Source: an optimization exercise on an open RTL-to-GDS flow (aim: small area). Production flows keep margins and buffers that such runs may drop. The RTL was checked by simulation tests, not by an equivalence proof against the original design. No activity file was given, so power comes from the tool's default toggle rates.

Setup of xenon:
Design sha1_byte_stream_hasher, start of the top module:
module sha1_byte_stream_hasher (
    input  logic        aclk,
    input  logic        aresetn,
    input  logic        s_tvalid,
    output logic        s_tready,
    input  logic [7:0]  s_tdata,    
    input  logic        s_tuser,    
    output logic        m_tvalid,
    input  logic        m_tready,
    output logic [39:0] m_tdata,    
    output logic        m_tlast     
);
    localparam logic [159:0] H_INIT = {
        32'hc3d2e1f0, 32'h10325476, 32'h98badcfe, 32'hefcdab89, 32'h67452301
    };
    localparam logic [1:0] ES_ADD  = 2'd0;   
    localparam logic [1:0] ES_WAIT = 2'd1;   
    localparam logic [1:0] ES_LOAD = 2'd2;   
    localparam logic [1:0] ES_SHOW = 2'd3;   
    logic [6:0] ph;
    logic       comp;      
    logic       emit;      
    logic [2:0] cnt;       
    logic [5:0] mfill;     
    logic       first;     
    logic       addrev;    
    logic       init;      
    logic       done;      
  ...
Size: roughly 930 flip-flops, roughly 56 I/O pins, roughly 22,000 sq um of cells after synthesis.
export LEC_CHECK = 0
export ABC_AREA = 1
export CAP_MARGIN = 20
export CORE_MARGIN = 2
export CORE_UTILIZATION = 70
export CTS_BUF_LIST = sky130_fd_sc_hd__clkbuf_8
export CTS_CLUSTER_DIAMETER = 40
export CTS_CLUSTER_SIZE = 22
export PLACE_DENSITY = 0.85
export SLEW_MARGIN = 20
create_clock -name core_clock -period 7.0 [get_ports {aclk}]
standard.sh (not shown) runs the stock make flow with config.mk's settings and CLKGATE_MAP_FILE= SYNTH_SCRIPT=/design/flow/synth_recipe.tcl, a recipe that flattens the netlist after the stock synthesis.
==> flow/flow/run.sh <==
#!/bin/bash
# Standard ORFS layout (the standard.sh) with these changes:
#  - synthesis maps with a deeper area-oriented abc script (flow/abc_area_deep.script)
#    in place of ORFS's abc_area.script; everything else in synthesis is the standard flow's
#    synth_recipe.tcl and ORFS's synth.tcl, so the same registers come out,
#  - the half-adder cell is not used, so half adders are left to abc,
#  - ports are buffered with the smallest buffer, sky130_fd_sc_hd__buf_1,
#  - clock tree synthesis adds no dummy loads.
# make's output goes to flow.log; ORFS keeps each step's log under orfs/logs.
set -euo pipefail
HERE=$(pwd)
sed '/^source $::env(SCRIPTS_DIR)\/synth_preamble.tcl$/a if { [info exists ::env(MY_ABC_SCRIPT)] } { lset abc_args 1 $::env(MY_ABC_SCRIPT) }' "$FLOW_HOME/scripts/synth.tcl" > "$HERE/my_synth.tcl"
grep -q MY_ABC_SCRIPT "$HERE/my_synth.tcl"
sed "s|source \$::env(SCRIPTS_DIR)/synth.tcl|source $HERE/my_synth.tcl|" synth_recipe.tcl > "$HERE/my_synth_recipe.tcl"
grep -q my_synth.tcl "$HERE/my_synth_recipe.tcl"
export MY_ABC_SCRIPT="$HERE/flow/abc_area_deep.script"
DU=" sky130_fd_sc_hd__probe_p_8 sky130_fd_sc_hd__probec_p_8 sky130_fd_sc_hd__lpflow_bleeder_1 sky130_fd_sc_hd__lpflow_clkbufkapwr_1 sky130_fd_sc_hd__lpflow_clkbufkapwr_16 sky130_fd_sc_hd__lpflow_clkbufkapwr_2 sky130_fd_sc_hd__lpflow_clkbufkapwr_4 sky130_fd_sc_hd__lpflow_clkbufkapwr_8 sky130_fd_sc_hd__lpflow_clkinvkapwr_1 sky130_fd_sc_hd__lpflow_clkinvkapwr_16 sky130_fd_sc_hd__lpflow_clkinvkapwr_2 sky130_fd_sc_hd__lpflow_clkinvkapwr_4 sky130_fd_sc_hd__lpflow_clkinvkapwr_8 sky130_fd_sc_hd__lpflow_decapkapwr_12 sky130_fd_sc_hd__lpflow_decapkapwr_3 sky130_fd_sc_hd__lpflow_decapkapwr_4 sky130_fd_sc_hd__lpflow_decapkapwr_6 sky130_fd_sc_hd__lpflow_decapkapwr_8 sky130_fd_sc_hd__lpflow_inputiso0n_1 sky130_fd_sc_hd__lpflow_inputiso0p_1 sky130_fd_sc_hd__lpflow_inputiso1n_1 sky130_fd_sc_hd__lpflow_inputiso1p_1 sky130_fd_sc_hd__lpflow_inputisolatch_1 sky130_fd_sc_hd__lpflow_isobufsrc_1 sky130_fd_sc_hd__lpflow_isobufsrc_16 sky130_fd_sc_hd__lpflow_isobufsrc_2 sky130_fd_sc_hd__lpflow_isobufsrc_4 sky130_fd_sc_hd__lpflow_isobufsrc_8 sky130_fd_sc_hd__lpflow_isobufsrckapwr_16 sky130_fd_sc_hd__lpflow_lsbuf_lh_hl_isowell_tap_1 sky130_fd_sc_hd__lpflow_lsbuf_lh_hl_isowell_tap_2 sky130_fd_sc_hd__lpflow_lsbuf_lh_hl_isowell_tap_4 sky130_fd_sc_hd__lpflow_lsbuf_lh_isowell_4 sky130_fd_sc_hd__lpflow_lsbuf_lh_isowell_tap_1 sky130_fd_sc_hd__lpflow_lsbuf_lh_isowell_tap_2 sky130_fd_sc_hd__lpflow_lsbuf_lh_isowell_tap_4 sky130_fd_sc_hd__ha_1"
CTS="-sink_clustering_enable -repair_clock_nets -sink_clustering_size 22 -sink_clustering_max_diameter 40 -buf_list sky130_fd_sc_hd__clkbuf_8 -dont_use_dummy_load"
bash standard.sh "SYNTH_SCRIPT=$HERE/my_synth_recipe.tcl" "DONT_USE_CELLS=$DU" "BUFFER_PORTS_ARGS=-buffer_cell sky130_fd_sc_hd__buf_1" "CTS_ARGS=$CTS" finish > flow.log 2>&1
==> flow/flow/abc_area_deep.script <==
&get -n
&st
&dc2
&dch -f
&nf -R 1000 -p
&put
mfs2 -a
&get -n
&st
&dc2
&dch -f
&nf -R 1000 -p
&put
mfs2 -a
&get -n
&st
&dch -f
&nf -R 1000 -p
&put
topo
dnsize
xenon was carried through to the last stage, and its layout satisfied the timing, DRC and antenna checks.
### xenon -> cedar
- swapping 22 for 20 in CTS_CLUSTER_SIZE
- swapping 40 for 50 in CTS_CLUSTER_DIAMETER
- swapping 0.85 for 0.9 in PLACE_DENSITY
- putting GPL_TIMING_DRIVEN at 0 where nothing was set
diff --git a/flow/flow/run.sh b/flow/flow/run.sh
--- a/flow/flow/run.sh
+++ b/flow/flow/run.sh
@@ -16,4 +16,4 @@
 export MY_ABC_SCRIPT="$HERE/flow/abc_area_deep.script"
 DU=" sky130_fd_sc_hd__probe_p_8 sky130_fd_sc_hd__probec_p_8 sky130_fd_sc_hd__lpflow_bleeder_1 sky130_fd_sc_hd__lpflow_clkbufkapwr_1 sky130_fd_sc_hd__lpflow_clkbufkapwr_16 sky130_fd_sc_hd__lpflow_clkbufkapwr_2 sky130_fd_sc_hd__lpflow_clkbufkapwr_4 sky130_fd_sc_hd__lpflow_clkbufkapwr_8 sky130_fd_sc_hd__lpflow_clkinvkapwr_1 sky130_fd_sc_hd__lpflow_clkinvkapwr_16 sky130_fd_sc_hd__lpflow_clkinvkapwr_2 sky130_fd_sc_hd__lpflow_clkinvkapwr_4 sky130_fd_sc_hd__lpflow_clkinvkapwr_8 sky130_fd_sc_hd__lpflow_decapkapwr_12 sky130_fd_sc_hd__lpflow_decapkapwr_3 sky130_fd_sc_hd__lpflow_decapkapwr_4 sky130_fd_sc_hd__lpflow_decapkapwr_6 sky130_fd_sc_hd__lpflow_decapkapwr_8 sky130_fd_sc_hd__lpflow_inputiso0n_1 sky130_fd_sc_hd__lpflow_inputiso0p_1 sky130_fd_sc_hd__lpflow_inputiso1n_1 sky130_fd_sc_hd__lpflow_inputiso1p_1 sky130_fd_sc_hd__lpflow_inputisolatch_1 sky130_fd_sc_hd__lpflow_isobufsrc_1 sky130_fd_sc_hd__lpflow_isobufsrc_16 sky130_fd_sc_hd__lpflow_isobufsrc_2 sky130_fd_sc_hd__lpflow_isobufsrc_4 sky130_fd_sc_hd__lpflow_isobufsrc_8 sky130_fd_sc_hd__lpflow_isobufsrckapwr_16 sky130_fd_sc_hd__lpflow_lsbuf_lh_hl_isowell_tap_1 sky130_fd_sc_hd__lpflow_lsbuf_lh_hl_isowell_tap_2 sky130_fd_sc_hd__lpflow_lsbuf_lh_hl_isowell_tap_4 sky130_fd_sc_hd__lpflow_lsbuf_lh_isowell_4 sky130_fd_sc_hd__lpflow_lsbuf_lh_isowell_tap_1 sky130_fd_sc_hd__lpflow_lsbuf_lh_isowell_tap_2 sky130_fd_sc_hd__lpflow_lsbuf_lh_isowell_tap_4 sky130_fd_sc_hd__ha_1"
-CTS="-sink_clustering_enable -repair_clock_nets -sink_clustering_size 22 -sink_clustering_max_diameter 40 -buf_list sky130_fd_sc_hd__clkbuf_8 -dont_use_dummy_load"
+CTS="-sink_clustering_enable -repair_clock_nets -sink_clustering_size 20 -sink_clustering_max_diameter 50 -buf_list sky130_fd_sc_hd__clkbuf_8 -dont_use_dummy_load"
 bash standard.sh "SYNTH_SCRIPT=$HERE/my_synth_recipe.tcl" "DONT_USE_CELLS=$DU" "BUFFER_PORTS_ARGS=-buffer_cell sky130_fd_sc_hd__buf_1" "CTS_ARGS=$CTS" finish > flow.log 2>&1
==> comparison <==
cedar vs. xenon: peak supply drop went down by about 6%.
Part of the cycle the worst path needs, cedar and xenon: higher on cedar
For clock slew seen by the registers of the worst setup and hold paths, xenon and cedar come out practically identical.
Going from xenon to cedar, pin slew with the least headroom to its limit grows by 0.055 ns.
Lower number of buffers outside the clock class in the layout among cedar and xenon: xenon
Relative to cedar, the following input files were edited for yarrow:
- CORE_UTILIZATION changed from 70 to 82
- GPL_TIMING_DRIVEN removed (was 0)
==> flow/flow/run.sh <==
#!/bin/bash
# Standard ORFS layout (the standard.sh) with three changes:
#  - the half-adder cell is not used, so synthesis leaves half adders to abc
#    (the same registers come out; only gates differ),
#  - ports are buffered with the smallest buffer, sky130_fd_sc_hd__buf_1,
#  - clock tree synthesis adds no dummy loads.
# All make output goes to flow.log; ORFS keeps each step's log under orfs/logs.
set -euo pipefail
DU=" sky130_fd_sc_hd__probe_p_8 sky130_fd_sc_hd__probec_p_8 sky130_fd_sc_hd__lpflow_bleeder_1 sky130_fd_sc_hd__lpflow_clkbufkapwr_1 sky130_fd_sc_hd__lpflow_clkbufkapwr_16 sky130_fd_sc_hd__lpflow_clkbufkapwr_2 sky130_fd_sc_hd__lpflow_clkbufkapwr_4 sky130_fd_sc_hd__lpflow_clkbufkapwr_8 sky130_fd_sc_hd__lpflow_clkinvkapwr_1 sky130_fd_sc_hd__lpflow_clkinvkapwr_16 sky130_fd_sc_hd__lpflow_clkinvkapwr_2 sky130_fd_sc_hd__lpflow_clkinvkapwr_4 sky130_fd_sc_hd__lpflow_clkinvkapwr_8 sky130_fd_sc_hd__lpflow_decapkapwr_12 sky130_fd_sc_hd__lpflow_decapkapwr_3 sky130_fd_sc_hd__lpflow_decapkapwr_4 sky130_fd_sc_hd__lpflow_decapkapwr_6 sky130_fd_sc_hd__lpflow_decapkapwr_8 sky130_fd_sc_hd__lpflow_inputiso0n_1 sky130_fd_sc_hd__lpflow_inputiso0p_1 sky130_fd_sc_hd__lpflow_inputiso1n_1 sky130_fd_sc_hd__lpflow_inputiso1p_1 sky130_fd_sc_hd__lpflow_inputisolatch_1 sky130_fd_sc_hd__lpflow_isobufsrc_1 sky130_fd_sc_hd__lpflow_isobufsrc_16 sky130_fd_sc_hd__lpflow_isobufsrc_2 sky130_fd_sc_hd__lpflow_isobufsrc_4 sky130_fd_sc_hd__lpflow_isobufsrc_8 sky130_fd_sc_hd__lpflow_isobufsrckapwr_16 sky130_fd_sc_hd__lpflow_lsbuf_lh_hl_isowell_tap_1 sky130_fd_sc_hd__lpflow_lsbuf_lh_hl_isowell_tap_2 sky130_fd_sc_hd__lpflow_lsbuf_lh_hl_isowell_tap_4 sky130_fd_sc_hd__lpflow_lsbuf_lh_isowell_4 sky130_fd_sc_hd__lpflow_lsbuf_lh_isowell_tap_1 sky130_fd_sc_hd__lpflow_lsbuf_lh_isowell_tap_2 sky130_fd_sc_hd__lpflow_lsbuf_lh_isowell_tap_4 sky130_fd_sc_hd__ha_1"
CTS="-sink_clustering_enable -repair_clock_nets -sink_clustering_size 20 -sink_clustering_max_diameter 50 -buf_list sky130_fd_sc_hd__clkbuf_8 -dont_use_dummy_load"
bash standard.sh "DONT_USE_CELLS=$DU" "BUFFER_PORTS_ARGS=-buffer_cell sky130_fd_sc_hd__buf_1" "CTS_ARGS=$CTS" finish > flow.log 2>&1
removed: flow/flow/abc_area_deep.script
[summary]
Both conditions hold for yarrow: the flow ran to the end and the final layout passed the timing, DRC and antenna checks. Proportion of power drawn by combinational gates is higher on yarrow. Number of levels the H-tree was split into: yarrow vs cedar identical. Diff cedar -> yarrow: final cell count without fillers saw an increase, total instance count after detailed placement rose 111, area of placed instances went up by about 1%, setup slack on the worst flop-to-flop path shrank by 0.27 ns, fraction of area in clock buffers and inverters now sits at about the same level. Looking at yarrow and cedar, the power dissipated in the clock network is a wash. Routed wire length, yarrow vs cedar: up by more than a quarter. Delta (yarrow minus cedar): switching power saw an increase, final design instance area without fill saw an increase.
> inputs changed (yarrow -> ember)
- CORE_UTILIZATION changed from 82 to 70
- PLACE_DENSITY changed from 0.9 to 0.8
==> flow/flow/run.sh <==
#!/bin/bash
# Standard ORFS layout (the standard.sh) with these changes:
#  - synthesis maps with a deeper area-oriented abc script (flow/abc_area_deep.script)
#    in place of ORFS's abc_area.script; everything else in synthesis is the standard flow's
#    synth_recipe.tcl and ORFS's synth.tcl, so the same registers come out,
#  - the half-adder cell is not used, so half adders are left to abc,
#  - ports are buffered with the smallest buffer, sky130_fd_sc_hd__buf_1,
#  - clock tree synthesis adds no dummy loads.
# make's output goes to flow.log; ORFS keeps each step's log under orfs/logs.
set -euo pipefail
HERE=$(pwd)
sed '/^source $::env(SCRIPTS_DIR)\/synth_preamble.tcl$/a if { [info exists ::env(MY_ABC_SCRIPT)] } { lset abc_args 1 $::env(MY_ABC_SCRIPT) }' "$FLOW_HOME/scripts/synth.tcl" > "$HERE/my_synth.tcl"
grep -q MY_ABC_SCRIPT "$HERE/my_synth.tcl"
sed "s|source \$::env(SCRIPTS_DIR)/synth.tcl|source $HERE/my_synth.tcl|" synth_recipe.tcl > "$HERE/my_synth_recipe.tcl"
grep -q my_synth.tcl "$HERE/my_synth_recipe.tcl"
export MY_ABC_SCRIPT="$HERE/flow/abc_area_deep.script"
DU=" sky130_fd_sc_hd__probe_p_8 sky130_fd_sc_hd__probec_p_8 sky130_fd_sc_hd__lpflow_bleeder_1 sky130_fd_sc_hd__lpflow_clkbufkapwr_1 sky130_fd_sc_hd__lpflow_clkbufkapwr_16 sky130_fd_sc_hd__lpflow_clkbufkapwr_2 sky130_fd_sc_hd__lpflow_clkbufkapwr_4 sky130_fd_sc_hd__lpflow_clkbufkapwr_8 sky130_fd_sc_hd__lpflow_clkinvkapwr_1 sky130_fd_sc_hd__lpflow_clkinvkapwr_16 sky130_fd_sc_hd__lpflow_clkinvkapwr_2 sky130_fd_sc_hd__lpflow_clkinvkapwr_4 sky130_fd_sc_hd__lpflow_clkinvkapwr_8 sky130_fd_sc_hd__lpflow_decapkapwr_12 sky130_fd_sc_hd__lpflow_decapkapwr_3 sky130_fd_sc_hd__lpflow_decapkapwr_4 sky130_fd_sc_hd__lpflow_decapkapwr_6 sky130_fd_sc_hd__lpflow_decapkapwr_8 sky130_fd_sc_hd__lpflow_inputiso0n_1 sky130_fd_sc_hd__lpflow_inputiso0p_1 sky130_fd_sc_hd__lpflow_inputiso1n_1 sky130_fd_sc_hd__lpflow_inputiso1p_1 sky130_fd_sc_hd__lpflow_inputisolatch_1 sky130_fd_sc_hd__lpflow_isobufsrc_1 sky130_fd_sc_hd__lpflow_isobufsrc_16 sky130_fd_sc_hd__lpflow_isobufsrc_2 sky130_fd_sc_hd__lpflow_isobufsrc_4 sky130_fd_sc_hd__lpflow_isobufsrc_8 sky130_fd_sc_hd__lpflow_isobufsrckapwr_16 sky130_fd_sc_hd__lpflow_lsbuf_lh_hl_isowell_tap_1 sky130_fd_sc_hd__lpflow_lsbuf_lh_hl_isowell_tap_2 sky130_fd_sc_hd__lpflow_lsbuf_lh_hl_isowell_tap_4 sky130_fd_sc_hd__lpflow_lsbuf_lh_isowell_4 sky130_fd_sc_hd__lpflow_lsbuf_lh_isowell_tap_1 sky130_fd_sc_hd__lpflow_lsbuf_lh_isowell_tap_2 sky130_fd_sc_hd__lpflow_lsbuf_lh_isowell_tap_4 sky130_fd_sc_hd__ha_1"
CTS="-sink_clustering_enable -repair_clock_nets -sink_clustering_size 32 -sink_clustering_max_diameter 60 -buf_list sky130_fd_sc_hd__clkbuf_16 -dont_use_dummy_load"
bash standard.sh "SYNTH_SCRIPT=$HERE/my_synth_recipe.tcl" "DONT_USE_CELLS=$DU" "BUFFER_PORTS_ARGS=-buffer_cell sky130_fd_sc_hd__buf_1" "CTS_ARGS=$CTS" finish > flow.log 2>&1
==> flow/flow/abc_area_deep.script (new file) <==
&get -n
&st
&dc2
&dch -f
&nf -R 1000 -p
&put
mfs2 -a
&get -n
&st
&dc2
&dch -f
&nf -R 1000 -p
&put
mfs2 -a
&get -n
&st
&dch -f
&nf -R 1000 -p
&put
topo
dnsize
[summary]
- Multi-input gate count sits lower in ember than in yarrow.
- In the flow results for ember and yarrow, the worst slew margin relative to its limit is smaller on ember.
- Clock-buffer cell count: lower on ember
- Between yarrow and ember, initial core utilization decreased.
- Of ember and yarrow, the higher cell count belongs to yarrow.
Edits applied to the flow inputs when going from ember to willow:
==> flow/flow/run.sh <==
#!/bin/bash
# Standard ORFS layout (the standard.sh) with three changes:
#  - the half-adder cell is not used, so synthesis leaves half adders to abc
#    (the same registers come out; only gates differ),
#  - ports are buffered with the smallest buffer, sky130_fd_sc_hd__buf_1,
#  - clock tree synthesis adds no dummy loads.
# All make output goes to flow.log; ORFS keeps each step's log under orfs/logs.
set -euo pipefail
DU=" sky130_fd_sc_hd__probe_p_8 sky130_fd_sc_hd__probec_p_8 sky130_fd_sc_hd__lpflow_bleeder_1 sky130_fd_sc_hd__lpflow_clkbufkapwr_1 sky130_fd_sc_hd__lpflow_clkbufkapwr_16 sky130_fd_sc_hd__lpflow_clkbufkapwr_2 sky130_fd_sc_hd__lpflow_clkbufkapwr_4 sky130_fd_sc_hd__lpflow_clkbufkapwr_8 sky130_fd_sc_hd__lpflow_clkinvkapwr_1 sky130_fd_sc_hd__lpflow_clkinvkapwr_16 sky130_fd_sc_hd__lpflow_clkinvkapwr_2 sky130_fd_sc_hd__lpflow_clkinvkapwr_4 sky130_fd_sc_hd__lpflow_clkinvkapwr_8 sky130_fd_sc_hd__lpflow_decapkapwr_12 sky130_fd_sc_hd__lpflow_decapkapwr_3 sky130_fd_sc_hd__lpflow_decapkapwr_4 sky130_fd_sc_hd__lpflow_decapkapwr_6 sky130_fd_sc_hd__lpflow_decapkapwr_8 sky130_fd_sc_hd__lpflow_inputiso0n_1 sky130_fd_sc_hd__lpflow_inputiso0p_1 sky130_fd_sc_hd__lpflow_inputiso1n_1 sky130_fd_sc_hd__lpflow_inputiso1p_1 sky130_fd_sc_hd__lpflow_inputisolatch_1 sky130_fd_sc_hd__lpflow_isobufsrc_1 sky130_fd_sc_hd__lpflow_isobufsrc_16 sky130_fd_sc_hd__lpflow_isobufsrc_2 sky130_fd_sc_hd__lpflow_isobufsrc_4 sky130_fd_sc_hd__lpflow_isobufsrc_8 sky130_fd_sc_hd__lpflow_isobufsrckapwr_16 sky130_fd_sc_hd__lpflow_lsbuf_lh_hl_isowell_tap_1 sky130_fd_sc_hd__lpflow_lsbuf_lh_hl_isowell_tap_2 sky130_fd_sc_hd__lpflow_lsbuf_lh_hl_isowell_tap_4 sky130_fd_sc_hd__lpflow_lsbuf_lh_isowell_4 sky130_fd_sc_hd__lpflow_lsbuf_lh_isowell_tap_1 sky130_fd_sc_hd__lpflow_lsbuf_lh_isowell_tap_2 sky130_fd_sc_hd__lpflow_lsbuf_lh_isowell_tap_4 sky130_fd_sc_hd__ha_1"
CTS="-sink_clustering_enable -repair_clock_nets -sink_clustering_size 14 -sink_clustering_max_diameter 40 -buf_list {sky130_fd_sc_hd__clkbuf_4 sky130_fd_sc_hd__clkbuf_8} -dont_use_dummy_load"
bash standard.sh "DONT_USE_CELLS=$DU" "BUFFER_PORTS_ARGS=-buffer_cell sky130_fd_sc_hd__buf_1" "CTS_ARGS=$CTS" finish > flow.log 2>&1
removed: flow/flow/abc_area_deep.script
ember and willow ended up with nearly the same number of cells upsized or downsized after cts. Compared with ember, willow shows layout inverter count without the clock tree higher by about 300%. Looking at ember and willow, the sequential power is a wash. Sequential share of layout area in willow is 2.4 points below ember. Wire: willow routes more than ember.

## separate check: timing with driven ports
The results above use ideal ports. As a check the final layouts listed here were re-extracted and re-timed, cells and wires unchanged. Step 1 assumes that a clkbuf_16 drives the clock port and a buf_2 every other input. Step 2 moves the port delays by t, midway between the first and last clock arrival at a register: inputs arrive t later, outputs are due t later. That takes back most of the time a late clock gives input paths. Three values: ideal, step 1, step 2; two values: the first two.
run	shift t [ns]	setup WS [ns]	hold WS [ns]	worst setup path after step 2
xenon	0.612	2.039 / 2.039 / 2.039	0.240 / 0.240 / 0.240	register to register
cedar	0.639	1.817 / 1.817 / 1.817	0.248 / 0.248 / 0.248	register to register
yarrow	0.646	1.548 / 1.548 / 1.548	0.249 / 0.249 / 0.249	register to register
ember	0.576	1.803 / 1.803 / 1.803	0.249 / 0.249 / 0.249	register to register
willow	0.645	1.947 / 1.947 / 1.947	0.258 / 0.258 / 0.258	register to register
After both steps every run listed still meets setup and hold.
